This design comes from an exercise in tuning for small area and a short achievable clock period on the open sky130 flow, not from production work.
Where RTL was checked, it was by simulation tests only, not by an equivalence proof against the original.
Function not checked in run 4: the RTL went through the layout flow alone.
Power is estimated from default activity; no workload was simulated.

## flow/design.v (module list and top-level ports; edited modules follow where they fit)
// module fft_power_peak: 1270 lines
// module fpp_fa: 10 lines
// module fpp_gt32: 11 lines
// module fpp_gt33: 7 lines
// module fpp_cpa: 3 lines
module fft_power_peak #(
    parameter  int N          = 8,
    parameter  int DATA_WIDTH = 16,
    localparam int BIN_W      = $clog2(N),
    localparam int PWR_W      = 2 * DATA_WIDTH + 1
) (
    input  logic                         clk,
    input  logic                         rst_n,
    input  logic signed [DATA_WIDTH-1:0] in_real,
    input  logic signed [DATA_WIDTH-1:0] in_imag,
    input  logic                         in_valid,
    input  logic                         clear,
    input  logic        [PWR_W-1:0]      thresh,
    output logic                         peak_over,
    output logic        [PWR_W-1:0]      pwr_out,
    output logic        [BIN_W-1:0]      pwr_bin,
    output logic                         pwr_valid,
    output logic        [PWR_W-1:0]      peak_pwr,
    output logic        [BIN_W-1:0]      peak_bin,
    output logic                         peak_valid,
    output logic        [15:0]           frame_cnt,
    output logic        [1:0]            dbg_state
);
  // ...
==> flow/flow/run.sh <==
#!/bin/bash
# Layout flow: the standard flow (standard synthesis, floorplan, place, CTS, route,
# finish) unchanged, except that
#  - the port buffers are the platform's plain buf_1 cell instead of the resizer's default
#    pick (repair_design and repair_timing still resize them);
#  - CTS builds the tree from clkbuf_4 and clkbuf_8 cells, clusters up to 12 sinks per
#    leaf buffer and
#    adds no dummy load cells.
set -euo pipefail
export BUFFER_PORTS_ARGS="-buffer_cell sky130_fd_sc_hd__buf_1"
export CTS_ARGS="-sink_clustering_enable -repair_clock_nets -buf_list {sky130_fd_sc_hd__clkbuf_4 sky130_fd_sc_hd__clkbuf_8} -sink_clustering_size 12 -sink_clustering_max_diameter 50 -dont_use_dummy_load"
bash standard.sh finish > standard.log 2>&1
==> flow/standard.sh <==
#!/bin/bash
# synth_recipe.tcl (not shown) runs the flow's synth.tcl, then flattens the netlist and writes it again
# the make line also repeats each setting of config.mk as NAME=value (left out here)
make -C /OpenROAD-flow-scripts/flow DESIGN_CONFIG=/design/flow/config.mk WORK_HOME=/design/flow/orfs CLKGATE_MAP_FILE= SYNTH_SCRIPT=/design/flow/synth_recipe.tcl "${@:-finish}"
==> flow/config.mk <==
export PLATFORM = sky130hd
export DESIGN_NAME = fft_power_peak
export DESIGN_NICKNAME = fft_power_peak
export VERILOG_FILES = /design/flow/design.v
export SDC_FILE = /design/flow/constraint.sdc
export NUM_CORES = 4
export LEC_CHECK = 0
export CAP_MARGIN = 20
export CORE_MARGIN = 2
export CORE_UTILIZATION = 40
export SETUP_SLACK_MARGIN = 4.1
export SLEW_MARGIN = 20
export SYNTH_HIERARCHICAL = 1
export SYNTH_MINIMUM_KEEP_SIZE = 0
==> flow/constraint.sdc <==
create_clock -name core_clock -period 7.5 [get_ports {clk}]
set_input_delay 1.5000 -clock core_clock [delete_from_list [all_inputs] [get_ports {clk}]]
set_output_delay 1.5000 -clock core_clock [all_outputs]
set_load 0.01 [all_outputs]
==> impl_metrics.toml, run 1 <==
[placed_design]
dp_cells = 2088
dp_hpwl_mm = 28.7
portBuffers = 159
place_area_um2 = 16200
pre_cts_slack_ps = 2850

[final_layout]
buf_share_pct = 5.99
drive_above_1_share_pct = 14.8
instances_no_fill = 2133
n_antenna_cell = 0
clkbuf_count = 27
signal_buffers = 182

[global_routing]
top_usage_layer = "met2"
grt_use_total_pct = 19.6

[power]
combPwrFrac_pct = 66.4
power_mw = 7.26
swShare_pct = 46.6

[logic_synthesis]
synthCells = 1509
ys_seq_area_share_pct = 30.4
synth_area_leaders = "fa_1 29%, dfxtp_1 20%, dfrtp_1 9.9%"
async_flop_share_pct = 27.8
yosysMostFrequentCell = "nand2_1"
synth_area_leader_cell = "fa_1"
synth_compound_area_share_pct = 10.1
synth_edf_count = 0

[drt]
met1_length_mm = 17.3
wl_met3_mm = 3.13
routedWlPerCell_um = 18.1
dr.pass1.iters = 5

[floorplan]
die_w_um = 197
initial_core_util_pct = 40.7

[setup_path]
startpoint = "in_real[6]"
r2r_end = "r_pwr[31]$_DFF_P_"
required_ps = 7880

[clock_tree]
cts_setup_buffers = 7
cts-resized-gates = 139

[outcome]
status = "timing/DRC/antenna clean"

[min_path]
min_from = "r_run_bin[2]$_DFF_P_"

[timing]
fin_ws_ps = 4120
hold-worst-slack_ps = 436
==> module fpp_cpa, before the edit <==
module fpp_cpa (input logic [31:0] a, input logic [31:0] b, output logic [31:0] y);
    assign y = a + b;
endmodule
==> inputs of run 2 (changes only) <==
--- a/flow/design.v
+++ b/flow/design.v
@@ -1297,5 +1297,210 @@
     assign gt = a > b;
 endmodule
 module fpp_cpa (input logic [31:0] a, input logic [31:0] b, output logic [31:0] y);
-    assign y = a + b;
+    logic [31:0] p, g;
+    assign p = a ^ b;
+    assign g = a & b;
+    logic gg0, pp0;
+    assign gg0 = g[1] | (p[1] & g[0]);
+    assign pp0 = p[1] & p[0];
+    logic gg1, pp1;
+    assign gg1 = g[3] | (p[3] & g[2]);
+    assign pp1 = p[3] & p[2];
+    logic gg2, pp2;
+    assign gg2 = g[5] | (p[5] & g[4]);
+    assign pp2 = p[5] & p[4];
+    logic gg3, pp3;
+    assign gg3 = g[7] | (p[7] & g[6]);
+    assign pp3 = p[7] & p[6];
+    logic gg4, pp4;
+    assign gg4 = g[9] | (p[9] & g[8]);
+    assign pp4 = p[9] & p[8];
+    logic gg5, pp5;
+    assign gg5 = g[11] | (p[11] & g[10]);
+    assign pp5 = p[11] & p[10];
+    logic gg6, pp6;
+    assign gg6 = g[13] | (p[13] & g[12]);
+    assign pp6 = p[13] & p[12];
+    logic gg7, pp7;
+    assign gg7 = g[15] | (p[15] & g[14]);
+    assign pp7 = p[15] & p[14];
+    logic gg8, pp8;
+    assign gg8 = g[17] | (p[17] & g[16]);
+    assign pp8 = p[17] & p[16];
+    logic gg9, pp9;
+    assign gg9 = g[19] | (p[19] & g[18]);
+    assign pp9 = p[19] & p[18];
+    logic gg10, pp10;
+    assign gg10 = g[21] | (p[21] & g[20]);
+    assign pp10 = p[21] & p[20];
+    logic gg11, pp11;
+    assign gg11 = g[23] | (p[23] & g[22]);
+    assign pp11 = p[23] & p[22];
+    logic gg12, pp12;
+    assign gg12 = g[25] | (p[25] & g[24]);
+    assign pp12 = p[25] & p[24];
+    logic gg13, pp13;
+    assign gg13 = g[27] | (p[27] & g[26]);
+    assign pp13 = p[27] & p[26];
+    logic gg14, pp14;
+    assign gg14 = g[29] | (p[29] & g[28]);
+    assign pp14 = p[29] & p[28];
+    logic gg15, pp15;
+    assign gg15 = g[31] | (p[31] & g[30]);
+    assign pp15 = p[31] & p[30];
+    logic gg16, pp16;
+    assign gg16 = gg1 | (pp1 & gg0);
+    assign pp16 = pp1 & pp0;
+    logic gg17, pp17;
+    assign gg17 = gg3 | (pp3 & gg2);
+    assign pp17 = pp3 & pp2;
+    logic gg18, pp18;
+    assign gg18 = gg5 | (pp5 & gg4);
+    assign pp18 = pp5 & pp4;
+    logic gg19, pp19;
+    assign gg19 = gg7 | (pp7 & gg6);
+    assign pp19 = pp7 & pp6;
+    logic gg20, pp20;
+    assign gg20 = gg9 | (pp9 & gg8);
+    assign pp20 = pp9 & pp8;
+    logic gg21, pp21;
+    assign gg21 = gg11 | (pp11 & gg10);
+    assign pp21 = pp11 & pp10;
+    logic gg22, pp22;
+    assign gg22 = gg13 | (pp13 & gg12);
+    assign pp22 = pp13 & pp12;
+    logic gg23, pp23;
+    assign gg23 = gg15 | (pp15 & gg14);
+    assign pp23 = pp15 & pp14;
+    logic gg24, pp24;
+    assign gg24 = gg17 | (pp17 & gg16);
+    assign pp24 = pp17 & pp16;
+    logic gg25, pp25;
+    assign gg25 = gg19 | (pp19 & gg18);
+    assign pp25 = pp19 & pp18;
+    logic gg26, pp26;
+    assign gg26 = gg21 | (pp21 & gg20);
+    assign pp26 = pp21 & pp20;
+    logic gg27, pp27;
+    assign gg27 = gg23 | (pp23 & gg22);
+    assign pp27 = pp23 & pp22;
+    logic gg28, pp28;
+    assign gg28 = gg25 | (pp25 & gg24);
+    assign pp28 = pp25 & pp24;
+    logic gg29, pp29;
+    assign gg29 = gg27 | (pp27 & gg26);
+    assign pp29 = pp27 & pp26;
+    logic gg30, pp30;
+    assign gg30 = gg29 | (pp29 & gg28);
+    assign pp30 = pp29 & pp28;
+    logic gg31, pp31;
+    assign gg31 = gg26 | (pp26 & gg28);
+    assign pp31 = pp26 & pp28;
+    logic gg32, pp32;
+    assign gg32 = gg18 | (pp18 & gg24);
+    assign pp32 = pp18 & pp24;
+    logic gg33, pp33;
+    assign gg33 = gg20 | (pp20 & gg28);
+    assign pp33 = pp20 & pp28;
+    logic gg34, pp34;
+    assign gg34 = gg22 | (pp22 & gg31);
+    assign pp34 = pp22 & pp31;
+    logic gg35, pp35;
+    assign gg35 = gg2 | (pp2 & gg16);
+    assign pp35 = pp2 & pp16;
+    logic gg36, pp36;
+    assign gg36 = gg4 | (pp4 & gg24);
+    assign pp36 = pp4 & pp24;
+    logic gg37, pp37;
+    assign gg37 = gg6 | (pp6 & gg32);
+    assign pp37 = pp6 & pp32;
+    logic gg38, pp38;
+    assign gg38 = gg8 | (pp8 & gg28);
+    assign pp38 = pp8 & pp28;
+    logic gg39, pp39;
+    assign gg39 = gg10 | (pp10 & gg33);
+    assign pp39 = pp10 & pp33;
+    logic gg40, pp40;
+    assign gg40 = gg12 | (pp12 & gg31);
+    assign pp40 = pp12 & pp31;
+    logic gg41, pp41;
+    assign gg41 = gg14 | (pp14 & gg34);
+    assign pp41 = pp14 & pp34;
+    logic gg42, pp42;
+    assign gg42 = g[2] | (p[2] & gg0);
+    assign pp42 = p[2] & pp0;
+    logic gg43, pp43;
+    assign gg43 = g[4] | (p[4] & gg16);
+    assign pp43 = p[4] & pp16;
+    logic gg44, pp44;
+    assign gg44 = g[6] | (p[6] & gg35);
+    assign pp44 = p[6] & pp35;
+    logic gg45, pp45;
+    assign gg45 = g[8] | (p[8] & gg24);
+    assign pp45 = p[8] & pp24;
+    logic gg46, pp46;
+    assign gg46 = g[10] | (p[10] & gg36);
+    assign pp46 = p[10] & pp36;
+    logic gg47, pp47;
+    assign gg47 = g[12] | (p[12] & gg32);
+    assign pp47 = p[12] & pp32;
+    logic gg48, pp48;
+    assign gg48 = g[14] | (p[14] & gg37);
+    assign pp48 = p[14] & pp37;
+    logic gg49, pp49;
+    assign gg49 = g[16] | (p[16] & gg28);
+    assign pp49 = p[16] & pp28;
+    logic gg50, pp50;
+    assign gg50 = g[18] | (p[18] & gg38);
+    assign pp50 = p[18] & pp38;
+    logic gg51, pp51;
+    assign gg51 = g[20] | (p[20] & gg33);
+    assign pp51 = p[20] & pp33;
+    logic gg52, pp52;
+    assign gg52 = g[22] | (p[22] & gg39);
+    assign pp52 = p[22] & pp39;
+    logic gg53, pp53;
+    assign gg53 = g[24] | (p[24] & gg31);
+    assign pp53 = p[24] & pp31;
+    logic gg54, pp54;
+    assign gg54 = g[26] | (p[26] & gg40);
+    assign pp54 = p[26] & pp40;
+    logic gg55, pp55;
+    assign gg55 = g[28] | (p[28] & gg34);
+    assign pp55 = p[28] & pp34;
+    logic gg56, pp56;
+    assign gg56 = g[30] | (p[30] & gg41);
+    assign pp56 = p[30] & pp41;
+    assign y[0] = p[0];
+    assign y[1] = p[1] ^ g[0];
+    assign y[2] = p[2] ^ gg0;
+    assign y[3] = p[3] ^ gg42;
+    assign y[4] = p[4] ^ gg16;
+    assign y[5] = p[5] ^ gg43;
+    assign y[6] = p[6] ^ gg35;
+    assign y[7] = p[7] ^ gg44;
+    assign y[8] = p[8] ^ gg24;
+    assign y[9] = p[9] ^ gg45;
+    assign y[10] = p[10] ^ gg36;
+    assign y[11] = p[11] ^ gg46;
+    assign y[12] = p[12] ^ gg32;
+    assign y[13] = p[13] ^ gg47;
+    assign y[14] = p[14] ^ gg37;
+    assign y[15] = p[15] ^ gg48;
+    assign y[16] = p[16] ^ gg28;
+    assign y[17] = p[17] ^ gg49;
+    assign y[18] = p[18] ^ gg38;
+    assign y[19] = p[19] ^ gg50;
+    assign y[20] = p[20] ^ gg33;
+    assign y[21] = p[21] ^ gg51;
+    assign y[22] = p[22] ^ gg39;
+    assign y[23] = p[23] ^ gg52;
+    assign y[24] = p[24] ^ gg31;
+    assign y[25] = p[25] ^ gg53;
+    assign y[26] = p[26] ^ gg40;
+    assign y[27] = p[27] ^ gg54;
+    assign y[28] = p[28] ^ gg34;
+    assign y[29] = p[29] ^ gg55;
+    assign y[30] = p[30] ^ gg41;
+    assign y[31] = p[31] ^ gg56;
 endmodule
==> flow/flow/run.sh (replaced) <==
#!/bin/bash
# Layout flow: the standard flow (standard synthesis, floorplan, place, CTS, route,
# finish) unchanged, except that the port buffers are the platform's plain buf_1 cell
# instead of the resizer's default pick; repair_design and repair_timing still resize them.
set -euo pipefail
export BUFFER_PORTS_ARGS="-buffer_cell sky130_fd_sc_hd__buf_1"
bash standard.sh finish > standard.log 2>&1
--- a/flow/config.mk
+++ b/flow/config.mk
@@ -8,7 +8,8 @@
 export CAP_MARGIN = 20
 export CORE_MARGIN = 2
 export CORE_UTILIZATION = 40
-export SETUP_SLACK_MARGIN = 4.1
+export CTS_BUF_LIST = sky130_fd_sc_hd__clkbuf_4
+export SETUP_SLACK_MARGIN = 4.3
 export SLEW_MARGIN = 20
 export SYNTH_HIERARCHICAL = 1
 export SYNTH_MINIMUM_KEEP_SIZE = 0
==> impl_metrics.toml, run 2 <==
[final_layout]
drive_above_1_share_pct = 28.6
nFillCells = 3179
areaGrowthSynthToFinish_pct = 27.3
largest_reg_flops = 83
multi_input_area_um2 = 10200
layout_common_cells = "229 x nand2_1, 165 x inv_1, 139 x dfxtp_1, 130 x buf_1, 129 x fa_1"
top_register = "r_cs"
instances_no_fill = 2166
seq_area_um2 = 4560
final_common_cell = "nand2_1"
nNetsFinal = 2038

[logic_synthesis]
synthCells = 1413
synth_area_leader_cell = "fa_1"
netlist.area_leader.share_pct = 31.7
synth_area_leaders = "fa_1 32%, dfxtp_1 21%, dfrtp_1 10%"
async_flop_share_pct = 27.8
avgSynthCellArea_um2 = 10.2
yosys_register_bits = 212
synth_ff_type = "dfxtp_1"
ys_seq_area_share_pct = 31.4
yosys_warnings = 8
synth_cell_types = 67
syn_area_um2 = 14500
synth_commonest_cells = "337 x nand2_1, 229 x fa_1, 175 x inv_1"
yosysMostFrequentCell = "nand2_1"
synth_edf_count = 0

[floorplan]
die_area_um2 = 37700
initial_core_util_pct = 40.7
core_area_um2 = 35600
die_w_um = 194
fp-row-count = 69
boundaryPins = 162
die_h_um = 194

[setup_path]
required_ps = 8030
slowest_delay_ps = 560
crit_chain = "fa_2, inv_2, ha_4, ha_4, nand4_1, buf_4, o21ba_4, a2111oi_4, buf_4, o31ai_4, o31ai_4, fa_2"
critPathCaptureType = "flip-flop"
startpoint_type = "flip-flop"
crit_type = "reg2reg"
cp_top_family = "adder cells"
r2r_slack_ps = 4030
path_max_fanout = 4
critical-path-slowest-cell = "fa_2"
cp_num_buf_inv = 3
crit_arrival_ps = 4000

[global_routing]
grt_pass1_vias = 11300
grt_overflow_total = 0
grt_use_total_pct = 20.1
antenna_found_initial = 1
grt_pass1_wl_mm = 59.6
grt_max_degree = 71

[drt]
wl_mm = 39.2
vias_per_cell = 4.98
ant_nets = 0
detail_route.iter0.violations = 484
drc = 0
via_count = 10800
routedWlPerCell_um = 18.1
dr.pass1.iters = 5

[timing]
setup_viol = 0
max_freq_mhz = 288
finClkSkew_ps = 61.5
hold_violations = 0
finalCriticalPeriod_ps = 3470
max_slew_margin_pct = 47.2
worst_pin_slew_ps = 792
fin_crit_sh_pct = 46.3
fin_ws_ps = 4030
rsz0062_at_grt = "yes"
slew_viol_final = 0
setup-tns-final_ps = 0

[clock_tree]
cts_tree = "built"
cts_root_buffer = "clkbuf_4"
numCtsBuffers = 58
path_clk_slew_ps = 70
cts_buffer_depth = 3
clock_sinks = 212
htreeDepth = 2
hold_buffers = 0
insertion_delay_ps = 710

[run]
cap_violations = 0

[outcome]
status = "timing/DRC/antenna clean"

[power]
power_mw = 6.64
leakage_nw = 7.87
vdd_drop_max_mv = 0.216
pwr_density_cell_nw_per_um2 = 361

[placed_design]
gp_congestion = 0.907
portBuffers = 159
dp_cells = 1999
pre_cts_slack_ps = 2930
dp_hpwl_mm = 27.1

[min_path]
hold_path_class = "reg2reg"
## run 2: cell types whose count changed after synthesis, moves of 6 or more
cell / delta
a21o_1: -17
a21oi_1: -15
fa_1: +15
inv_1: +15
nand3_1: -9
clkbuf_1: -8
o21ai_0: -8
nand4_1: -6
nor2_1: -6
xnor2_1: -6
xor2_1: -6
## run 2: repair_timing
item,in CTS,in global routing
setup buffers,29,23
pin swaps,48,78
cloned,4,6
setup endpoints to repair,144,103
resized for setup,197,188
## run 2: per-stage QoR
stage / utilization (%) / hold WS, ps / area, um2
6_report: 51.8 / 447 / 18400
4_1_cts: 48.9 / 452 / 17400
5_1_grt: 51.8 / 466 / 18400
2_1_floorplan: - / 410 / 15400
3_5_place_dp: 44.7 / 431 / 15900
3_3_place_gp: 44.7 / 423 / 15900
## run 2: kinds of logic after synthesis
kind of cell,Yosys count,synth area share [%]
AO/OA/AOI/OAI,140,7.37
XOR/XNOR,32,1.94
adder cells (fa/ha/maj),316,39.1
buffers and inverters,227,6.35
flip-flops,212,31.4
multiplexers,2,0.147
other,1,0.0259
AND/OR/NAND/NOR,483,13.7
## run 2: modules after synthesis, one instance, submodules excluded
module,cells,times used,flip-flops and latches
fpp_gt32,92,1,0
fpp_gt33,119,1,0
fpp_fa,1,213,0
fpp_cpa,145,1,0
fft_power_peak,844,1,212
## run 2: cell type report
type	instances	share of cell area, %
Sequential cell	212	24.8
Multi-Input combinational cell	982	55.6
Clock inverter	17	0.516
Antenna cell	1	0.0136
Tap cell	461	3.13
Inverter	176	3.65
Timing Repair Buffer	230	8.81
Clock buffer	87	3.55
## run 2: final timing paths
| kind | startpoint | to | cells past startpoint |
|---|---|---|---|
| max | r_cs[32]$_DFF_P_ | r_pwr[30]$_DFF_P_ | 12 |
| min | r_bin_cnt[0]$_DFF_PN0_ | pwr_bin[0]$_DFF_P_ | 1 |
| max reg2reg | r_cs[32]$_DFF_P_ | r_pwr[30]$_DFF_P_ | 12 |
| min reg2reg | r_bin_cnt[0]$_DFF_PN0_ | pwr_bin[0]$_DFF_P_ | 1 |
| max in group asynchronous | rst_n | r_peak_pwr[29]$_DFFE_PN0P_ | 2 |
| min in group asynchronous | rst_n | r_peak_pwr[4]$_DFFE_PN0P_ | 2 |
## run 2: worst register-to-register path: cells and delay by family (launching register included)
kind / cells / cell delay, ps
compound gates: 4 / 890
fa+ha+maj: 4 / 1540
buf+inv: 3 / 400
flops: 1 / 330
simple gates: 1 / 140
## run 2: report_power, final
group | switching (mW) | internal (mW) | total, mW | leakage [nW]
clock | 0.478 | 0.560 | 1.04 | 0.440
sequential | 0.288 | 1.52 | 1.81 | 2.09
combinational | 2.06 | 1.73 | 3.79 | 5.34
## run 2: per-layer routing
metal  global-route usage, %  part of all wire, %
met2                    32.8                   47
met3                    4.56                  7.3
met5                       0                    0
met4                    7.07                  2.8
met1                    26.4                   43
==> inputs of run 3 (changes only) <==
--- a/flow/config.mk
+++ b/flow/config.mk
@@ -9,7 +9,7 @@
 export CORE_MARGIN = 2
 export CORE_UTILIZATION = 40
 export CTS_BUF_LIST = sky130_fd_sc_hd__clkbuf_4
-export SETUP_SLACK_MARGIN = 4.3
+export SETUP_SLACK_MARGIN = 4.2
 export SLEW_MARGIN = 20
 export SYNTH_HIERARCHICAL = 1
 export SYNTH_MINIMUM_KEEP_SIZE = 0
==> impl_metrics.toml, run 3 <==
[final_layout]
drive_above_1_share_pct = 20.6
areaGrowthSynthToFinish_pct = 18.9
largest_reg_flops = 83
top_register = "r_cs"
layout_common_cells = "311 x nand2_1, 169 x inv_1, 146 x dfxtp_1, 143 x fa_1, 127 x buf_1"
instances_no_fill = 2128
final_common_cell = "nand2_1"
nNetsFinal = 1996
nFillCells = 3359

[logic_synthesis]
synth_area_leaders = "fa_1 32%, dfxtp_1 21%, dfrtp_1 10%"
synth_edf_count = 0
async_flop_share_pct = 27.8
synthCells = 1413
ys_seq_area_share_pct = 31.4
synth_area_leader_cell = "fa_1"
yosys_register_bits = 212
netlist.area_leader.share_pct = 31.7
synth_commonest_cells = "337 x nand2_1, 229 x fa_1, 175 x inv_1"
yosysMostFrequentCell = "nand2_1"
syn_area_um2 = 14500
yosys_warnings = 8
synth_cell_types = 67
avgSynthCellArea_um2 = 10.2
synth_ff_type = "dfxtp_1"

[placed_design]
portBuffers = 159
dp_cells = 1994
gp_congestion = 0.862
pre_cts_slack_ps = 2940
dp_hpwl_mm = 27.5

[timing]
fin_ws_ps = 4030
setup-tns-final_ps = 0
rsz0062_at_grt = "yes"
slew_viol_final = 0
finalCriticalPeriod_ps = 3470
finClkSkew_ps = 44.3
worst_pin_slew_ps = 798
hold_violations = 0
setup_viol = 0
max_slew_margin_pct = 46.8
fin_crit_sh_pct = 46.2
max_freq_mhz = 288

[run]
cap_violations = 0

[setup_path]
crit_chain = "fa_2, fa_2, fa_1, inv_2, ha_4, a21oi_2, o21bai_1, a21oi_2, nor2_2, o31ai_4, buf_6, o31ai_4, fa_2, xnor2_2"
startpoint_type = "flip-flop"
critical-path-slowest-cell = "fa_1"
required_ps = 8090
crit_arrival_ps = 4060
crit_type = "reg2reg"
path_max_fanout = 4
critPathCaptureType = "flip-flop"
slowest_delay_ps = 500
cp_num_buf_inv = 2
cp_common_cell = "fa_2"
cp_top_family = "adder cells"

[clock_tree]
htreeDepth = 2
cts_tree = "built"
path_clk_slew_ps = 60
clock_sinks = 212
insertion_delay_ps = 700
cts_root_buffer = "clkbuf_4"
cts_buffer_depth = 3
numCtsBuffers = 60

[drt]
vias_per_cell = 4.93
drc = 0
dr.pass1.iters = 5
detail_route.iter0.violations = 500
routedWlPerCell_um = 17.3
via_count = 10500
ant_nets = 0
wl_mm = 36.9

[global_routing]
antenna_found_initial = 1
grt_pass1_vias = 11200
grt_overflow_total = 0
grt_use_total_pct = 19.9
grt_max_degree = 71
grt_pass1_wl_mm = 59.3

[power]
vdd_drop_max_mv = 0.195
clkPwrFrac_pct = 16.1
p_int_mw = 3.78
swShare_pct = 42.0
combPwrFrac_pct = 57.0
pwr_density_cell_nw_per_um2 = 380
pwr-share-seq_pct = 26.9
leakage_nw = 7.30
p_switching_mw = 2.75

[min_path]
hold_path_class = "reg2reg"

[floorplan]
die_h_um = 194
die_w_um = 194
boundaryPins = 162
core_area_um2 = 35600
die_area_um2 = 37700
fp-row-count = 69
initial_core_util_pct = 40.7

[outcome]
status = "timing/DRC/antenna clean"
run 3: stage by stage:
stage	util (%)	hold slack [ps]	power [mW]	instance area (um2)
3_3_place_gp	44.4	423	4.91	15800
3_5_place_dp	44.4	429	5.00	15800
4_1_cts	47.7	445	6.41	17000
5_1_grt	48.4	477	7.26	17200
2_1_floorplan	-	410	4.05	15300
6_report	48.4	436	6.53	17200
run 3: routing by layer:
layer	vias to the layer above	track usage (%)	part of all wire [%]
met4	0	5.50	2.0
met3	69	4.28	7.8
met5	-	0	0
met1	5106	27.4	44
met2	413	32.0	46
li1	4895	-	-
run 3: final timing paths:
kind | startpoint | to | slack [ps] | cells after the start
max in group asynchronous | rst_n | r_peak_pwr[30]$_DFFE_PN0P_ | 6000 | 2
min reg2reg | r_run_bin[2]$_DFF_P_ | r_run_bin[2]$_DFF_P_ | 440 | 2
min in group asynchronous | rst_n | r_peak_pwr[7]$_DFFE_PN0P_ | 940 | 2
min | r_run_bin[2]$_DFF_P_ | r_run_bin[2]$_DFF_P_ | 440 | 2
max reg2reg | r_cs[34]$_DFF_P_ | r_pwr[31]$_DFF_P_ | 4030 | 14
max | r_cs[34]$_DFF_P_ | r_pwr[31]$_DFF_P_ | 4030 | 14
run 3: area by class of cell:
type                    count  area [um2]  area share, %
multi-input cells         982        9650           56.1
flip-flops and latches    212        4550           26.4
repair buffers            186         982           5.71
clock buffers              93         698           4.06
inverters                 176         668           3.88
well taps                 461         577           3.35
clock inverters            17        80.1          0.465
diodes                      1        2.50         0.0145
run 3: worst min-delay path, delay by kind of cell, from the launching register on:
family / cells / cell delay, ps
flip-flops: 1 / 310
AND/OR/NAND/NOR: 2 / 100
run 3: modules after synthesis, one instance, submodules excluded:
module,cells,copies in the design,flip-flops and latches
fpp_fa,1,213,0
fpp_cpa,145,1,0
fpp_gt32,92,1,0
fpp_gt33,119,1,0
fft_power_peak,844,1,212
run 3: kinds of logic after synthesis:
group / count (synthesis) / synth area share [%]
AO/OA/AOI/OAI: 140 / 7.37
adder cells (fa/ha/maj): 316 / 39.1
multiplexers: 2 / 0.147
AND/OR/NAND/NOR: 483 / 13.7
flip-flops: 212 / 31.4
other: 1 / 0.0259
buffers and inverters: 227 / 6.35
XOR/XNOR: 32 / 1.94
run 3: repair_timing:
action                     CTS  global route
setup endpoints to repair  135            91
buffers inserted            14             8
hold buffers                 0             0
resized for setup          141            56
pin swaps                   14            23
cloned                       1             0
run 3: power groups by stage:
stage	Clock [mW]	Sequential (mW)	Combinational [mW]
floorplan	0	1.74	2.30
global placement	0	1.76	3.15
detailed placement	0	1.77	3.22
CTS	1.10	1.75	3.55
global route	1.16	1.80	4.30
finish	1.05	1.76	3.72
==> module fpp_gt33, before the edit <==
module fpp_gt33 (
    input  logic [32:0] a,
    input  logic [32:0] b,
    output logic        gt
);
    assign gt = a > b;
endmodule
==> inputs of run 4 (changes only) <==
--- a/flow/design.v
+++ b/flow/design.v
@@ -1294,7 +1294,11 @@
     input  logic [32:0] b,
     output logic        gt
 );
-    assign gt = a > b;
+    always_comb begin
+        gt = 1'b0;
+        for (int i = 0; i < 33; i++)
+            gt = (a[i] & ~b[i]) | ((a[i] | ~b[i]) & gt);
+    end
 endmodule
 module fpp_cpa (input logic [31:0] a, input logic [31:0] b, output logic [31:0] y);
     logic [31:0] p, g;
==> impl_metrics.toml, run 4 <==
[outcome]
status = "timing/DRC/antenna clean"

[global_routing]
grt_pass1_wl_mm = 64.5
grt_use_total_pct = 21.1
antenna_found_initial = 1
grt_overflow_total = 0
grt_max_degree = 60
grt_pass1_vias = 11900

[placed_design]
portBuffers = 159
dp_hpwl_mm = 29.3
dp_cells = 2086
pre_cts_slack_ps = 2980
gp_congestion = 0.878

[logic_synthesis]
async_flop_share_pct = 27.8
synth_area_leader_cell = "fa_1"
yosys_warnings = 9
synthMuxAreaShare_pct = 3.27
synth_compound_area_share_pct = 9.60
synth_xor_area_share_pct = 1.91
synthAdderAreaFrac_pct = 35.0
synth_top_family_by_area = "adder cells"
synth_ff_type = "dfxtp_1"
avgSynthCellArea_um2 = 10.3
syn_area_um2 = 15100
yosysMostFrequentCell = "nand2_1"
synth_commonest_cells = "259 x nand2_1, 229 x fa_1, 166 x inv_1"
yosys.area_share.simple_pct = 13.9
synthCells = 1469
ys_seq_area_share_pct = 30.0
netlist.area_leader.share_pct = 30.3
synth_edf_count = 0
synth_cell_types = 78
yosys_register_bits = 212
synth_area_leaders = "fa_1 30%, dfxtp_1 20%, dfrtp_1 9.8%"

[timing]
max_slew_margin_pct = 47.1
fin_ws_ps = 4010
hold_violations = 0
worst_pin_slew_ps = 793
setup-tns-final_ps = 0
finalCriticalPeriod_ps = 3490
finClkSkew_ps = 50.8
setup_viol = 0
hold-worst-slack_ps = 454
max_freq_mhz = 287
fin_crit_sh_pct = 46.5
slew_viol_final = 0
rsz0062_at_grt = "yes"

[final_layout]
top_register = "r_cs"
instances_no_fill = 2215
drive_above_1_share_pct = 22.8
nFillCells = 3542
final_common_cell = "nand2_1"
nNetsFinal = 2002
areaGrowthSynthToFinish_pct = 18.8
seq_area_um2 = 4570
layout_common_cells = "233 x nand2_1, 160 x inv_1, 143 x fa_1, 138 x dfxtp_1, 128 x buf_1"
largest_reg_flops = 83
multi_input_area_um2 = 10300

[run]
cap_violations = 0

[drt]
via_count = 11500
ant_nets = 0
detail_route.iter0.violations = 644
wl_mm = 41.1
dr.pass1.iters = 7
drc = 0
routedWlPerCell_um = 18.5
vias_per_cell = 5.17

[power]
vdd_drop_max_mv = 0.210
power_mw = 6.72
pwr_density_cell_nw_per_um2 = 374
leakage_nw = 7.28

[clock_tree]
cts_buffer_depth = 3
htreeDepth = 2
cts_root_buffer = "clkbuf_4"
clock_sinks = 212
hold_buffers = 0
numCtsBuffers = 59
cts_tree = "built"
path_clk_slew_ps = 70
insertion_delay_ps = 720

[floorplan]
die_area_um2 = 39400
fp-row-count = 71
core_area_um2 = 37500
die_h_um = 199
initial_core_util_pct = 40.4
boundaryPins = 162
die_w_um = 199

[setup_path]
path_max_fanout = 4
startpoint_type = "flip-flop"
crit_type = "reg2reg"
required_ps = 8050
critPathCaptureType = "flip-flop"
crit_arrival_ps = 4040

[min_path]
hold_path_class = "reg2reg"
run 4: changes by cell type after synthesis, moves of 21 or more:
| cell | change |
|---|---|
| nor2_1 | -35 |
| ha_1 | -34 |
| nand3_1 | +66 |
| mux2_4 | +30 |
| a41oi_1 | +32 |
| clkbuf_1 | +21 |
| a21oi_1 | +26 |
| nand2_1 | -78 |
run 4: power breakdown:
group,switching [mW],internal [mW]
clock network,0.493,0.568
registers,0.301,1.53
logic,2.07,1.75
total,2.87,3.85
run 4: final timing paths:
| path | from | end | slack (ps) | cells past startpoint |
|---|---|---|---|---|
| worst min register to register | r_cs[1]$_DFF_P_ | r_pwr[0]$_DFF_P_ | 450 | 1 |
| worst max-delay path | r_cs[32]$_DFF_P_ | r_pwr[30]$_DFF_P_ | 4010 | 12 |
| min in group asynchronous | rst_n | r_bin_cnt[0]$_DFF_PN0_ | 970 | 2 |
| worst max register to register | r_cs[32]$_DFF_P_ | r_pwr[30]$_DFF_P_ | 4010 | 12 |
| max in group asynchronous | rst_n | r_peak_pwr[22]$_DFFE_PN0P_ | 6000 | 2 |
| worst min-delay path | r_cs[1]$_DFF_P_ | r_pwr[0]$_DFF_P_ | 450 | 1 |
run 4: per-stage QoR:
step | utilization [%] | area (um2)
6_report | 48.0 | 18000
5_1_grt | 48.0 | 18000
4_1_cts | 47.1 | 17600
3_5_place_dp | 44.1 | 16500
3_3_place_gp | 44.1 | 16500
2_1_floorplan | - | 16000
run 4: cell families (layout without fill, tap and decap cells):
family | count (synthesis) | in the layout
simple gates | 466 | 466
fa+ha+maj | 288 | 288
buf+inv | 239 | 465
flops | 212 | 212
compound gates | 196 | 196
mux | 34 | 34
xor+xnor | 33 | 33
other cells | 1 | 10
run 4: per-layer routing:
metal | GRT usage (%) | up-vias | routed length [um]
li1 | - | 5214 | -
met1 | 29.3 | 5720 | 18400
met2 | 33.7 | 447 | 19000
met3 | 3.71 | 69 | 2840
met4 | 6.38 | 0 | 879
met5 | 0 | - | 0
run 4: what timing repair did:
item,in CTS,in global routing
buffers inserted,13,5
pin swaps,20,18
cloned,2,2
resized for setup,128,71
hold endpoints to repair,0,0
endpoints found under the setup margin,134,93
run 4: cell type report:
class / instances / share of cell area, %
Tap cell: 511 / 3.56
Sequential cell: 212 / 25.4
Clock buffer: 88 / 3.67
Inverter: 167 / 3.53
Multi-Input combinational cell: 1026 / 57.3
Antenna cell: 1 / 0.0139
Timing Repair Buffer: 192 / 5.94
Clock inverter: 18 / 0.557
run 4: critical path, cell delays in order (launching register included):
cell,delay [ps]
dfxtp_2,330
fa_2,430
fa_2,360
fa_1,500
inv_2,50
ha_4,270
and4_4,200
nor2b_4,140
nor3_2,40
a21oi_2,160
o31ai_4,130
o31ai_4,200
fa_2,500
run 4: Yosys stat by module (local to each module, per instance):
module	cell area [um2]	flip-flops and latches
fft_power_peak	8220	212
fpp_cpa	1300	0
fpp_gt32	601	0
fpp_fa	20.0	0
fpp_gt33	757	0
==> inputs of run 5 (changes only) <==
--- a/flow/design.v
+++ b/flow/design.v
@@ -1294,11 +1294,7 @@
     input  logic [32:0] b,
     output logic        gt
 );
-    always_comb begin
-        gt = 1'b0;
-        for (int i = 0; i < 33; i++)
-            gt = (a[i] & ~b[i]) | ((a[i] | ~b[i]) & gt);
-    end
+    assign gt = a > b;
 endmodule
 module fpp_cpa (input logic [31:0] a, input logic [31:0] b, output logic [31:0] y);
     logic [31:0] p, g;
--- a/flow/config.mk
+++ b/flow/config.mk
@@ -8,7 +8,9 @@
 export CAP_MARGIN = 20
 export CORE_MARGIN = 2
 export CORE_UTILIZATION = 40
-export CTS_BUF_LIST = sky130_fd_sc_hd__clkbuf_4
+export CTS_BUF_LIST = sky130_fd_sc_hd__clkbuf_4 sky130_fd_sc_hd__clkbuf_8
+export CTS_CLUSTER_DIAMETER = 60
+export CTS_CLUSTER_SIZE = 20
 export SETUP_SLACK_MARGIN = 4.2
 export SLEW_MARGIN = 20
 export SYNTH_HIERARCHICAL = 1
==> impl_metrics.toml, run 5 <==
[timing]
finClkSkew_ps = 38.8
hold_violations = 0
finalCriticalPeriod_ps = 3430
rsz0062_at_grt = "yes"
max_slew_margin_pct = 46.6
fin_crit_sh_pct = 45.8
setup_viol = 0
setup-tns-final_ps = 0
fin_ws_ps = 4070
worst_pin_slew_ps = 801
slew_viol_final = 0
max_freq_mhz = 291

[floorplan]
die_h_um = 194
initial_core_util_pct = 40.7
die_w_um = 194
die_area_um2 = 37700
boundaryPins = 162
core_area_um2 = 35600
fp-row-count = 69

[setup_path]
crit_arrival_ps = 3850
startpoint_type = "flip-flop"
reg2regPathDepth = 14
r2r_end = "r_pwr[31]$_DFF_P_"
r2r_slack_ps = 4070
path_max_fanout = 4
crit_type = "reg2reg"
startpoint = "r_cs[34]$_DFF_P_"
critPathCaptureType = "flip-flop"
timing.rr.start = "r_cs[34]$_DFF_P_"
required_ps = 7920

[final_layout]
instances_no_fill = 2060
top_register = "r_cs"
areaGrowthSynthToFinish_pct = 19.8
nFillCells = 3308
n_antenna_cell = 0
final_common_cell = "nand2_1"
nNetsFinal = 1961
largest_reg_flops = 83
layout_common_cells = "310 x nand2_1, 167 x inv_1, 141 x dfxtp_1, 133 x fa_1, 126 x buf_1"
fin_area_um2 = 17300
drive_above_1_share_pct = 19.5

[logic_synthesis]
syn_area_um2 = 14500
yosys_register_bits = 212
synth_area_leaders = "fa_1 32%, dfxtp_1 21%, dfrtp_1 10%"
async_flop_share_pct = 27.8
synth_commonest_cells = "337 x nand2_1, 229 x fa_1, 175 x inv_1"
synth_edf_count = 0
yosysMostFrequentCell = "nand2_1"
synth_cell_types = 67
synth_area_leader_cell = "fa_1"
netlist.area_leader.share_pct = 31.7
synthCells = 1413
yosys_warnings = 8
synth_ff_type = "dfxtp_1"
avgSynthCellArea_um2 = 10.2
ys_seq_area_share_pct = 31.4

[clock_tree]
htreeDepth = 1
insertion_delay_ps = 560
cts_tree = "built"
numCtsBuffers = 23
cts_root_buffer = "clkbuf_8"
path_clk_slew_ps = 100
clock_sinks = 212
cts_buffer_depth = 3

[placed_design]
gp_congestion = 0.862
pre_cts_slack_ps = 2940
portBuffers = 159
dp_cells = 1994
place_area_um2 = 15800
dp_hpwl_mm = 27.5

[drt]
detail_route.iter0.violations = 525
via_count = 10200
wl_mm = 37.2
ant_nets = 0
routedWlPerCell_um = 18.0
drc = 0
dr.pass1.iters = 5
vias_per_cell = 4.96

[power]
combPwrFrac_pct = 57.5
p_int_mw = 3.69
leakage_nw = 7.22
swShare_pct = 42.4
pwr_density_cell_nw_per_um2 = 370
vdd_drop_max_mv = 0.200
p_switching_mw = 2.72
power_mw = 6.41
pwr-share-seq_pct = 27.5
clkPwrFrac_pct = 15.1

[global_routing]
antenna_found_initial = 0
grt_pass1_vias = 10800
grt_pass1_wl_mm = 58.3
grt_use_total_pct = 19.5
grt_max_degree = 71
grt_overflow_total = 0

[run]
cap_violations = 0

[min_path]
hold_end = "r_run_bin[2]$_DFF_P_"
min_path_cells = 2
hold_path_class = "reg2reg"
min_from = "r_run_bin[2]$_DFF_P_"

[outcome]
status = "timing/DRC/antenna clean"
[run 5: cell count changes after synthesis, sizes merged, moves of 6 or more]
cell and delta:
ha +34, nand3 -66, nand2b -8, clkbuf -21, a41oi -32, maj3 -6
nor2 +35, mux2 -32, a31oi +26, inv +9, a21oi -28, nand2 +78
nor2b -14, o21ai -6
[run 5: kinds of logic (layout without fill, tap and decap cells)]
group                      after synthesis  in the layout  share of synthesized area (%)
muxes                                    2              2                          0.147
DFF                                    212            212                           31.4
adders and majority gates              316            316                           39.1
AOI/OAI and AO/OA                      140            140                           7.37
other                                    1              9                         0.0259
and+or+nand+nor                        483            483                           13.7
xor gates and xnor gates                32             32                           1.94
buffers and inverters                  227            405                           6.35
[run 5: area by class of cell]
| class | count | area [um2] | share of cell area (%) |
|---|---|---|---|
| Sequential cell | 212 | 4560 | 26.3 |
| Timing Repair Buffer | 188 | 1220 | 7.03 |
| Inverter | 176 | 668 | 3.85 |
| Clock buffer | 26 | 352 | 2.03 |
| Multi-Input combinational cell | 982 | 9700 | 55.9 |
| Clock inverter | 15 | 256 | 1.48 |
| Tap cell | 461 | 577 | 3.33 |
[run 5: power by group through the flow]
stage               clock network, mW  registers [mW]  logic (mW)
global placement                    0            1.76        3.15
finish                          0.966            1.76        3.68
CTS                              1.00            1.76        3.61
floorplan                           0            1.74        2.30
detailed placement                  0            1.77        3.22
global route                     1.05            1.80        4.26
[run 5: worst max path at each step]
stage | endpoint | slack [ps]
after floorplan | r_cs[64]$_DFF_P_ | 3820
after global placement | r_cs[50]$_DFF_P_ | 2980
after detailed placement | r_cs[50]$_DFF_P_ | 2940
after CTS | r_pwr[30]$_DFF_P_ | 4060
after global routing | r_pwr[30]$_DFF_P_ | 3910
final | r_pwr[31]$_DFF_P_ | 4070
[run 5: critical path: stages (launching register included)]
cell and delay, ps:
dfxtp_1 330, fa_2 420, fa_2 350, fa_1 500, inv_2 50, ha_4 210
a21oi_2 140, o21bai_1 90, a21oi_2 190, nor2_2 80, o31ai_4 220, buf_6 150
o31ai_2 60, fa_1 380, xnor2_1 140
[run 5: routing by layer]
metal	routed length [um]	up-vias	global-route usage, %
li1	-	4788	-
met1	16600	5035	27.5
met2	17100	354	31.2
met3	2610	49	3.62
met4	789	0	4.88
met5	0	-	0
[run 5: modules after synthesis, one instance, submodules excluded]
module          times used  cells  cell area [um2]
fft_power_peak           1    844             7490
fpp_cpa                  1    145             1270
fpp_fa                 213      1             20.0
fpp_gt32                 1     92              601
fpp_gt33                 1    119              850
[run 5: per-stage QoR]
stage | util (%) | hold slack [ps]
global route | 48.7 | 479
detailed placement | 44.4 | 429
CTS | 47.7 | 454
global placement | 44.4 | 423
floorplan | - | 410
finish | 48.7 | 449
[run 5: timing repair]
action,in CTS,in global routing
setup buffers,14,7
cloned,1,3
hold buffers,0,0
setup endpoints to repair,149,63
gates resized for setup,192,76
pin swaps,22,35
==> inputs of run 6 (changes only) <==
==> flow/flow/run.sh (replaced) <==
#!/bin/bash
# Layout flow: the standard flow (standard synthesis, floorplan, place, CTS, route,
# finish) unchanged, except that
#  - the port buffers are the platform's plain buf_1 cell instead of the resizer's default
#    pick (repair_design and repair_timing still resize them);
#  - CTS builds the tree from clkbuf_4 and clkbuf_8 cells and
#    adds no dummy load cells.
set -euo pipefail
export BUFFER_PORTS_ARGS="-buffer_cell sky130_fd_sc_hd__buf_1"
export CTS_ARGS="-sink_clustering_enable -repair_clock_nets -buf_list {sky130_fd_sc_hd__clkbuf_4 sky130_fd_sc_hd__clkbuf_8} -dont_use_dummy_load"
bash standard.sh finish > standard.log 2>&1
--- a/flow/config.mk
+++ b/flow/config.mk
@@ -8,9 +8,6 @@
 export CAP_MARGIN = 20
 export CORE_MARGIN = 2
 export CORE_UTILIZATION = 40
-export CTS_BUF_LIST = sky130_fd_sc_hd__clkbuf_4 sky130_fd_sc_hd__clkbuf_8
-export CTS_CLUSTER_DIAMETER = 60
-export CTS_CLUSTER_SIZE = 20
 export SETUP_SLACK_MARGIN = 4.2
 export SLEW_MARGIN = 20
 export SYNTH_HIERARCHICAL = 1
==> impl_metrics.toml, run 6 <==
[logic_synthesis]
synth_ff_type = "dfxtp_1"
synth_area_leader_cell = "fa_1"
synth_commonest_cells = "337 x nand2_1, 229 x fa_1, 175 x inv_1"
synth_edf_count = 0
yosys_warnings = 8
netlist.area_leader.share_pct = 31.7
yosysMostFrequentCell = "nand2_1"
avgSynthCellArea_um2 = 10.2
syn_area_um2 = 14500
synthCells = 1413
synth_area_leaders = "fa_1 32%, dfxtp_1 21%, dfrtp_1 10%"
ys_seq_area_share_pct = 31.4
synth_cell_types = 67
async_flop_share_pct = 27.8
yosys_register_bits = 212

[drt]
detail_route.iter0.violations = 503
ant_nets = 0
drc = 0
routedWlPerCell_um = 17.8
wl_mm = 36.7
vias_per_cell = 4.96
dr.pass1.iters = 5
via_count = 10200

[placed_design]
pre_cts_slack_ps = 2940
dp_cells = 1994
place_area_um2 = 15800
portBuffers = 159
dp_hpwl_mm = 27.5
gp_congestion = 0.862

[floorplan]
fp-row-count = 69
die_area_um2 = 37700
boundaryPins = 162
die_w_um = 194
initial_core_util_pct = 40.7
die_h_um = 194
core_area_um2 = 35600

[min_path]
min_from = "r_run_bin[2]$_DFF_P_"
min_path_cells = 2
hold_path_class = "reg2reg"
hold_end = "r_run_bin[2]$_DFF_P_"

[power]
combPwrFrac_pct = 58.7
vdd_drop_max_mv = 0.204
p_int_mw = 3.71
p_switching_mw = 2.69
leakage_nw = 7.20
swShare_pct = 42.1
pwr-share-seq_pct = 27.4
pwr_density_cell_nw_per_um2 = 371
clkPwrFrac_pct = 13.9

[clock_tree]
cts_tree = "built"
cts_root_buffer = "clkbuf_8"
numCtsBuffers = 40
clock_sinks = 212
path_clk_slew_ps = 50
hold_buffers = 0
insertion_delay_ps = 530
cts_buffer_depth = 3
htreeDepth = 2

[setup_path]
crit_type = "reg2reg"
critPathCaptureType = "flip-flop"
r2r_end = "r_pwr[29]$_DFF_P_"
reg2regPathDepth = 14
required_ps = 7880
path_max_fanout = 4
startpoint_type = "flip-flop"
r2r_slack_ps = 4040
startpoint = "r_cs[34]$_DFF_P_"
crit_arrival_ps = 3830
timing.rr.start = "r_cs[34]$_DFF_P_"

[global_routing]
grt_overflow_total = 0
antenna_found_initial = 0
grt_pass1_wl_mm = 58.7
grt_pass1_vias = 11000
grt_use_total_pct = 19.8
grt_max_degree = 71

[final_layout]
nFillCells = 3291
top_register = "r_cs"
layout_common_cells = "311 x nand2_1, 166 x inv_1, 145 x dfxtp_1, 135 x fa_1, 126 x buf_1"
nNetsFinal = 1977
final_common_cell = "nand2_1"
areaGrowthSynthToFinish_pct = 19.1
largest_reg_flops = 83
n_antenna_cell = 0
drive_above_1_share_pct = 18.7
fin_area_um2 = 17200
instances_no_fill = 2058

[timing]
rsz0062_at_grt = "yes"
fin_ws_ps = 4040
finalCriticalPeriod_ps = 3460
setup-tns-final_ps = 0
fin_crit_sh_pct = 46.1
hold-worst-slack_ps = 435
setup_viol = 0
max_slew_margin_pct = 47.2
max_freq_mhz = 289
worst_pin_slew_ps = 791
slew_viol_final = 0
finClkSkew_ps = 54.5
hold_violations = 0

[outcome]
status = "timing/DRC/antenna clean"

[run]
cap_violations = 0
## run 6: cell counts after synthesis
No cell type changed its count.
## run 6: logic make-up (layout without fill, tap and decap cells)
logic type | after synthesis | count (layout) | synth area share, %
simple gates | 483 | 483 | 13.7
fa+ha+maj | 316 | 316 | 39.1
buf+inv | 227 | 403 | 6.35
flops | 212 | 212 | 31.4
compound gates | 140 | 140 | 7.37
xor+xnor | 32 | 32 | 1.94
mux | 2 | 2 | 0.147
other cells | 1 | 9 | 0.0259
## run 6: repair_timing
item                       4_1_cts  5_1_grt
pin swaps                       29       30
setup buffers                   13        9
resized for setup              209       58
setup endpoints to repair      150       62
cloned                           1        1
## run 6: Yosys stat by module (local to each module, per instance)
module,flops+latches,copies in the design,area (um2),cells
fft_power_peak,212,1,7490,844
fpp_cpa,0,1,1270,145
fpp_gt33,0,1,850,119
fpp_gt32,0,1,601,92
fpp_fa,0,213,20.0,1
## run 6: power by group through the flow
stage	logic [mW]	registers, mW	clock network, mW
after floorplan	2.30	1.74	0
after global placement	3.15	1.76	0
after detailed placement	3.22	1.77	0
after CTS	3.58	1.75	0.931
after global routing	4.33	1.80	0.981
final	3.76	1.76	0.889
## run 6: worst max-delay path, stage by stage (launching register included)
cell and delay [ps]:
dfxtp_2 320, fa_2 420, fa_2 350, fa_1 500, inv_2 50, ha_4 220
a21oi_2 160, o21bai_1 90, a21oi_2 220, nor2_4 60, o31ai_4 240, buf_6 160
o21ai_2 60, fa_2 360, xor2_2 150
## run 6: layout make-up
class / count / area [um2] / share of cell area, %
Multi-Input combinational cell: 982 / 9680 / 56.1
Timing Repair Buffer: 187 / 1220 / 7.07
Inverter: 176 / 668 / 3.87
Clock buffer: 40 / 551 / 3.19
Sequential cell: 212 / 4550 / 26.4
Tap cell: 461 / 577 / 3.34
## run 6: through the flow
stage | utilization [%] | power, mW
after floorplan | - | 4.05
after global placement | 44.4 | 4.91
after detailed placement | 44.4 | 5.00
after CTS | 47.6 | 6.27
after global routing | 48.5 | 7.11
final | 48.5 | 6.40
## run 6: worst max-delay path by stage
stage	end	slack (ps)	cells past startpoint
final	r_pwr[29]$_DFF_P_	4040	14
after global routing	r_pwr[29]$_DFF_P_	3960	14
after detailed placement	r_cs[50]$_DFF_P_	2940	7
after global placement	r_cs[50]$_DFF_P_	2980	7
after floorplan	r_cs[64]$_DFF_P_	3820	7
after CTS	r_pwr[31]$_DFF_P_	4000	13
## run 6: routing by layer
metal,part of all wire [%],up-vias,global-route usage [%]
met5,0,-,0
met4,2.4,0,6.31
met3,6.9,60,3.84
met2,46,373,31.2
met1,45,4992,27.5
li1,-,4786,-
==> inputs of run 7 (changes only) <==
==> flow/flow/run.sh (replaced) <==
#!/bin/bash
# Layout flow: the standard flow (standard synthesis, floorplan, place, CTS, route,
# finish) unchanged, except that
#  - the port buffers are the platform's plain buf_1 cell instead of the resizer's default
#    pick (repair_design and repair_timing still resize them);
#  - CTS builds the tree from clkbuf_4 and clkbuf_8 cells, clusters up to 12 sinks per
#    leaf buffer and
#    adds no dummy load cells.
set -euo pipefail
export BUFFER_PORTS_ARGS="-buffer_cell sky130_fd_sc_hd__buf_1"
export CTS_ARGS="-sink_clustering_enable -repair_clock_nets -buf_list {sky130_fd_sc_hd__clkbuf_4 sky130_fd_sc_hd__clkbuf_8} -sink_clustering_size 12 -sink_clustering_max_diameter 50 -dont_use_dummy_load"
bash standard.sh finish > standard.log 2>&1
--- a/flow/config.mk
+++ b/flow/config.mk
@@ -12,3 +12,4 @@
 export SLEW_MARGIN = 20
 export SYNTH_HIERARCHICAL = 1
 export SYNTH_MINIMUM_KEEP_SIZE = 0
+export TNS_END_PERCENT = 10
==> impl_metrics.toml, run 7 <==
[setup_path]
required_ps = 7940
path_max_fanout = 4
critPathCaptureType = "flip-flop"
crit_type = "reg2reg"
startpoint_type = "flip-flop"
crit_arrival_ps = 3990

[logic_synthesis]
synth_ff_type = "dfxtp_1"
yosys_register_bits = 212
avgSynthCellArea_um2 = 10.2
synth_compound_area_share_pct = 7.37
synthMuxAreaShare_pct = 0.147
netlist.area_leader.share_pct = 31.7
synth_xor_area_share_pct = 1.94
synthCells = 1413
synthAdderAreaFrac_pct = 39.1
synth_area_leader_cell = "fa_1"
ys_seq_area_share_pct = 31.4
synth_area_leaders = "fa_1 32%, dfxtp_1 21%, dfrtp_1 10%"
yosysMostFrequentCell = "nand2_1"
syn_area_um2 = 14500
synth_cell_types = 67
async_flop_share_pct = 27.8
yosys_warnings = 8
yosys.area_share.simple_pct = 13.7
synth_commonest_cells = "337 x nand2_1, 229 x fa_1, 175 x inv_1"
synth_top_family_by_area = "adder cells"
synth_edf_count = 0

[clock_tree]
cts_tree = "built"
insertion_delay_ps = 540
cts_root_buffer = "clkbuf_8"
numCtsBuffers = 28
clock_sinks = 212
cts_buffer_depth = 3
path_clk_slew_ps = 70
htreeDepth = 1

[global_routing]
antenna_found_initial = 0
grt_use_total_pct = 19.3
grt_overflow_total = 0
grt_pass1_wl_mm = 57.8
grt_max_degree = 60
grt_pass1_vias = 10900

[timing]
finalCriticalPeriod_ps = 3550
fin_ws_ps = 3950
slew_viol_final = 0
max_slew_margin_pct = 47.4
setup-tns-final_ps = 0
hold_violations = 0
max_freq_mhz = 282
setup_viol = 0
worst_pin_slew_ps = 789
fin_crit_sh_pct = 47.3
finClkSkew_ps = 32.0
rsz0062_at_grt = "yes"

[power]
power_mw = 6.13
vdd_drop_max_mv = 0.214
leakage_nw = 6.99
pwr_density_cell_nw_per_um2 = 370

[final_layout]
largest_reg_flops = 83
seq_area_um2 = 4540
nFillCells = 3397
n_antenna_cell = 0
areaGrowthSynthToFinish_pct = 14.5
nNetsFinal = 1962
instances_no_fill = 2043
top_register = "r_cs"
layout_common_cells = "335 x nand2_1, 202 x fa_1, 171 x inv_1, 149 x dfxtp_1, 127 x buf_1"
drive_above_1_share_pct = 11.2
post-route-util_pct = 46.6
multi_input_area_um2 = 9340
final_common_cell = "nand2_1"

[drt]
ant_nets = 0
wl_mm = 36.5
dr.pass1.iters = 6
drc = 0
vias_per_cell = 5.03
detail_route.iter0.violations = 525
via_count = 10300
routedWlPerCell_um = 17.8

[outcome]
status = "timing/DRC/antenna clean"

[floorplan]
initial_core_util_pct = 40.7
boundaryPins = 162
die_area_um2 = 37700
die_h_um = 194
core_area_um2 = 35600
fp-row-count = 69
die_w_um = 194

[placed_design]
dp_hpwl_mm = 27.1
portBuffers = 159
dp_cells = 1995
gp_congestion = 0.916
pre_cts_slack_ps = 2990

[min_path]
hold_path_class = "reg2reg"

[run]
cap_violations = 0
## run 7: changes by cell type in the layout (fill, tap and decap cells not counted), sizes merged
cell	change
buf	-4
clkbuf	-11
## run 7: cells by family (layout without fill, tap and decap cells)
kind of cell	after synthesis	after routing
AOI/OAI and AO/OA	140	140
xor gates and xnor gates	32	32
adders and majority gates	316	316
buffers and inverters	227	388
DFF	212	212
muxes	2	2
other	1	9
and+or+nand+nor	483	483
## run 7: where the power goes
| part | leakage, nW | switching [mW] | internal [mW] | total (mW) |
|---|---|---|---|---|
| clock network | 0.201 | 0.381 | 0.328 | 0.709 |
| registers | 2.09 | 0.236 | 1.52 | 1.75 |
| logic | 4.70 | 2.01 | 1.66 | 3.67 |
| total | 6.99 | 2.63 | 3.50 | 6.13 |
## run 7: path summary, 6_finish.rpt
check	from	cells past startpoint	end	slack, ps
setup reg to reg	r_cs[32]$_DFF_P_	14	r_pwr[31]$_DFF_P_	3950
min in group asynchronous	rst_n	2	r_peak_pwr[9]$_DFFE_PN0P_	1100
setup / recovery	r_cs[32]$_DFF_P_	14	r_pwr[31]$_DFF_P_	3950
hold / removal	r_bin_cnt[0]$_DFF_PN0_	1	pwr_bin[0]$_DFF_P_	440
max in group asynchronous	rst_n	2	r_peak_pwr[26]$_DFFE_PN0P_	5850
hold reg to reg	r_bin_cnt[0]$_DFF_PN0_	1	pwr_bin[0]$_DFF_P_	440
## run 7: layer usage
layer	track usage, %	part of all wire [%]
met5	0	0
met4	4.71	2.2
met3	3.29	7.5
met2	31.1	46
met1	27.1	44
## run 7: worst max-delay path, stage by stage, from the launching register on
cell	delay, ps
dfxtp_2	320
fa_2	390
fa_2	390
fa_1	490
inv_1	60
ha_4	240
a21oi_4	130
o21bai_1	90
a21oi_2	210
nor2_4	70
o31ai_4	240
buf_6	150
o31ai_4	60
fa_2	370
xnor2_2	230
## run 7: layout make-up
class,count,area share [%]
clock buffer,28,2.33
sequential,212,27.4
multi-input combinational,982,56.4
tap,461,3.48
inverter,176,4.03
timing repair buffer,184,6.39
## run 7: through the flow
step                      hold WS (ps)  area [um2]
after floorplan                    410       14700
after CTS                          444       16400
after global routing               460       16600
after global placement             423       15500
after detailed placement           429       15500
final                              444       16600
## run 7: modules after synthesis, one instance, submodules excluded
module,copies in the design,flip-flops and latches,cell area (um2),cells
fft_power_peak,1,212,7490,844
fpp_cpa,1,0,1270,145
fpp_fa,213,0,20.0,1
fpp_gt32,1,0,601,92
fpp_gt33,1,0,850,119
## run 7: timing repair
item / in CTS / in global routing
setup buffers: 14 / 4
pin swaps: 15 / 10
gates cloned: 0 / 2
hold endpoints to repair: 0 / 0
resized for setup: 175 / 24
hold buffers: 0 / 0
setup endpoints to repair: 145 / 106
==> inputs of run 8 (changes only) <==
--- a/flow/config.mk
+++ b/flow/config.mk
@@ -8,7 +8,7 @@
 export CAP_MARGIN = 20
 export CORE_MARGIN = 2
 export CORE_UTILIZATION = 40
-export SETUP_SLACK_MARGIN = 4.2
+export SETUP_SLACK_MARGIN = 4.45
 export SLEW_MARGIN = 20
 export SYNTH_HIERARCHICAL = 1
 export SYNTH_MINIMUM_KEEP_SIZE = 0
==> impl_metrics.toml, run 8 <==
[outcome]
status = "timing/DRC/antenna clean"

[logic_synthesis]
avgSynthCellArea_um2 = 10.2
synth_area_leader_cell = "fa_1"
synth_edf_count = 0
synth_area_leaders = "fa_1 32%, dfxtp_1 21%, dfrtp_1 10%"
yosys_warnings = 8
synthCells = 1413
ys_seq_area_share_pct = 31.4
async_flop_share_pct = 27.8
yosysMostFrequentCell = "nand2_1"
synth_commonest_cells = "337 x nand2_1, 229 x fa_1, 175 x inv_1"
syn_area_um2 = 14500
netlist.area_leader.share_pct = 31.7
synth_cell_types = 67
yosys_register_bits = 212
synth_ff_type = "dfxtp_1"

[timing]
rsz0062_at_grt = "yes"
worst_pin_slew_ps = 817
hold-worst-slack_ps = 439
fin_crit_sh_pct = 47.2
finClkSkew_ps = 61.2
slew_viol_final = 0
hold_violations = 0
max_slew_margin_pct = 45.6
finalCriticalPeriod_ps = 3540
setup-tns-final_ps = 0
max_freq_mhz = 283
setup_viol = 0
fin_ws_ps = 3960

[setup_path]
crit_arrival_ps = 3930
required_ps = 7890
timing.rr.start = "r_cs[29]$_DFF_P_"
crit_type = "reg2reg"
path_max_fanout = 4
r2r_end = "r_pwr[30]$_DFF_P_"
r2r_slack_ps = 3960
reg2regPathDepth = 12
critPathCaptureType = "flip-flop"
startpoint_type = "flip-flop"
startpoint = "r_cs[29]$_DFF_P_"

[min_path]
hold_path_class = "reg2reg"
min_path_cells = 2
min_from = "r_run_bin[2]$_DFF_P_"
hold_end = "r_run_bin[2]$_DFF_P_"

[placed_design]
dp_cells = 1994
portBuffers = 159
pre_cts_slack_ps = 2990
place_area_um2 = 15600
gp_congestion = 0.895
dp_hpwl_mm = 27.3

[power]
pwr_density_cell_nw_per_um2 = 360
swShare_pct = 43.0
pwr-share-seq_pct = 28.8
combPwrFrac_pct = 59.9
vdd_drop_max_mv = 0.198
p_int_mw = 3.49
leakage_nw = 7.17
p_switching_mw = 2.64
power_mw = 6.12
clkPwrFrac_pct = 11.3

[global_routing]
grt_use_total_pct = 19.3
antenna_found_initial = 1
grt_max_degree = 71
grt_overflow_total = 0
grt_pass1_vias = 10900
grt_pass1_wl_mm = 57.7

[final_layout]
largest_reg_flops = 83
fin_area_um2 = 17000
top_register = "r_cs"
post-route-util_pct = 47.9
areaGrowthSynthToFinish_pct = 17.6
nNetsFinal = 1963
drive_above_1_share_pct = 14.5
layout_common_cells = "320 x nand2_1, 176 x fa_1, 168 x inv_1, 147 x dfxtp_1, 126 x buf_1"
instances_no_fill = 2045
final_common_cell = "nand2_1"

[clock_tree]
insertion_delay_ps = 570
cts_root_buffer = "clkbuf_8"
cts_buffer_depth = 3
cts_tree = "built"
path_clk_slew_ps = 70
htreeDepth = 1
numCtsBuffers = 26
clock_sinks = 212

[drt]
routedWlPerCell_um = 18.2
via_count = 10300
detail_route.iter0.violations = 497
vias_per_cell = 5.04
dr.pass1.iters = 6
drc = 0
ant_nets = 0
wl_mm = 37.1

[floorplan]
die_h_um = 194
die_w_um = 194
core_area_um2 = 35600
boundaryPins = 162
initial_core_util_pct = 40.7
fp-row-count = 69
die_area_um2 = 37700

[run]
cap_violations = 0
[run 8: cell counts after synthesis]
No cell type changed its count.
[run 8: cell type report]
class	count	area (um2)
sequential	212	4550
timing repair buffer	187	1320
antenna	1	2.50
fill	3269	18500
clock buffer	26	358
multi-input combinational	982	9550
inverter	176	668
tap	461	577
[run 8: worst max path at each step]
stage,to,cells past startpoint,slack [ps]
CTS,r_pwr[30]$_DFF_P_,12,3860
finish,r_pwr[30]$_DFF_P_,12,3960
global route,r_pwr[30]$_DFF_P_,13,3850
floorplan,r_cs[64]$_DFF_P_,7,3820
global placement,r_cs[50]$_DFF_P_,7,3020
detailed placement,r_cs[46]$_DFF_P_,7,2990
[run 8: repair_timing]
action                     4_1_cts  5_1_grt
hold endpoints to repair         0        0
buffers inserted                13        7
setup endpoints to repair      162      132
pin swaps                       27       22
gates resized for setup        251       50
hold buffers                     0        0
gates cloned                     0        4
[run 8: metal layers]
| layer | track usage [%] | part of all wire [%] |
|---|---|---|
| met5 | 0 | 0 |
| met4 | 4.97 | 2.0 |
| met3 | 4.45 | 8.2 |
| met2 | 31.2 | 47 |
| met1 | 26.2 | 43 |
[run 8: critical path: stages, from the launching register on]
cell and delay (ps):
dfxtp_2 320, fa_1 580, inv_2 70, ha_4 230, ha_4 270, nand4_1 160, nor2_2 140, o211ai_1 190
a2111oi_4 460, o31ai_4 120, buf_6 140, o31ai_4 200, fa_2 490
[run 8: cell families after synthesis]
| family | after synthesis | synth area share (%) |
|---|---|---|
| mux | 2 | 0.147 |
| fa+ha+maj | 316 | 39.1 |
| xor+xnor | 32 | 1.94 |
| other cells | 1 | 0.0259 |
| simple gates | 483 | 13.7 |
| compound gates | 140 | 7.37 |
| flops | 212 | 31.4 |
| buf+inv | 227 | 6.35 |
[run 8: per-module statistics from Yosys (local to each module, per instance)]
module          flip-flops and latches  copies in the design  cell area [um2]  cells inside
fpp_gt33                             0                     1              850           119
fpp_gt32                             0                     1              601            92
fpp_cpa                              0                     1             1270           145
fpp_fa                               0                   213             20.0             1
fft_power_peak                     212                     1             7490           844
[run 8: power groups by stage]
stage	clock (mW)	combinational, mW	sequential [mW]
floorplan	0	2.22	1.74
global placement	0	3.10	1.76
detailed placement	0	3.19	1.77
CTS	0.714	3.64	1.75
global route	0.759	4.25	1.81
finish	0.689	3.67	1.77

static timing again, ports no longer ideal:
The flow's constraints put no driver on any port. The routed layouts listed below were extracted and timed again, unchanged, in two steps. Step 1 assumes that a clkbuf_16 drives the clock port and a buf_2 every other input. Step 2 also shifts input and output timing later by t, the mid clock arrival at the registers, as if the neighbouring blocks saw the same clock. a / b / c = ideal / step 1 / step 2; a / b = the first two.
run | shift t [ns] | slack for setup (ns) | slew at the worst register clock pin (ns)
run 1 | 0.585 | 4.125 / 4.142 / 3.558 | 0.08 / 0.08
run 2 | 0.717 | 4.028 / 4.028 / 3.559 | 0.08 / 0.08
run 3 | 0.732 | 4.032 / 4.032 / 3.471 | 0.07 / 0.07
run 4 | 0.752 | 4.014 / 4.014 / 3.464 | 0.08 / 0.08
run 5 | 0.583 | 4.068 / 4.068 / 3.514 | 0.10 / 0.10
run 6 | 0.548 | 4.045 / 4.045 / 3.559 | 0.06 / 0.06
run 7 | 0.573 | 3.949 / 3.949 / 3.566 | 0.08 / 0.08
run 8 | 0.591 | 3.961 / 3.961 / 3.478 | 0.08 / 0.08
After both steps every run listed still meets setup and hold. The setup slack of run 1, which loses most, moves by +0.017 ns with the drivers and by -0.567 ns with both steps.
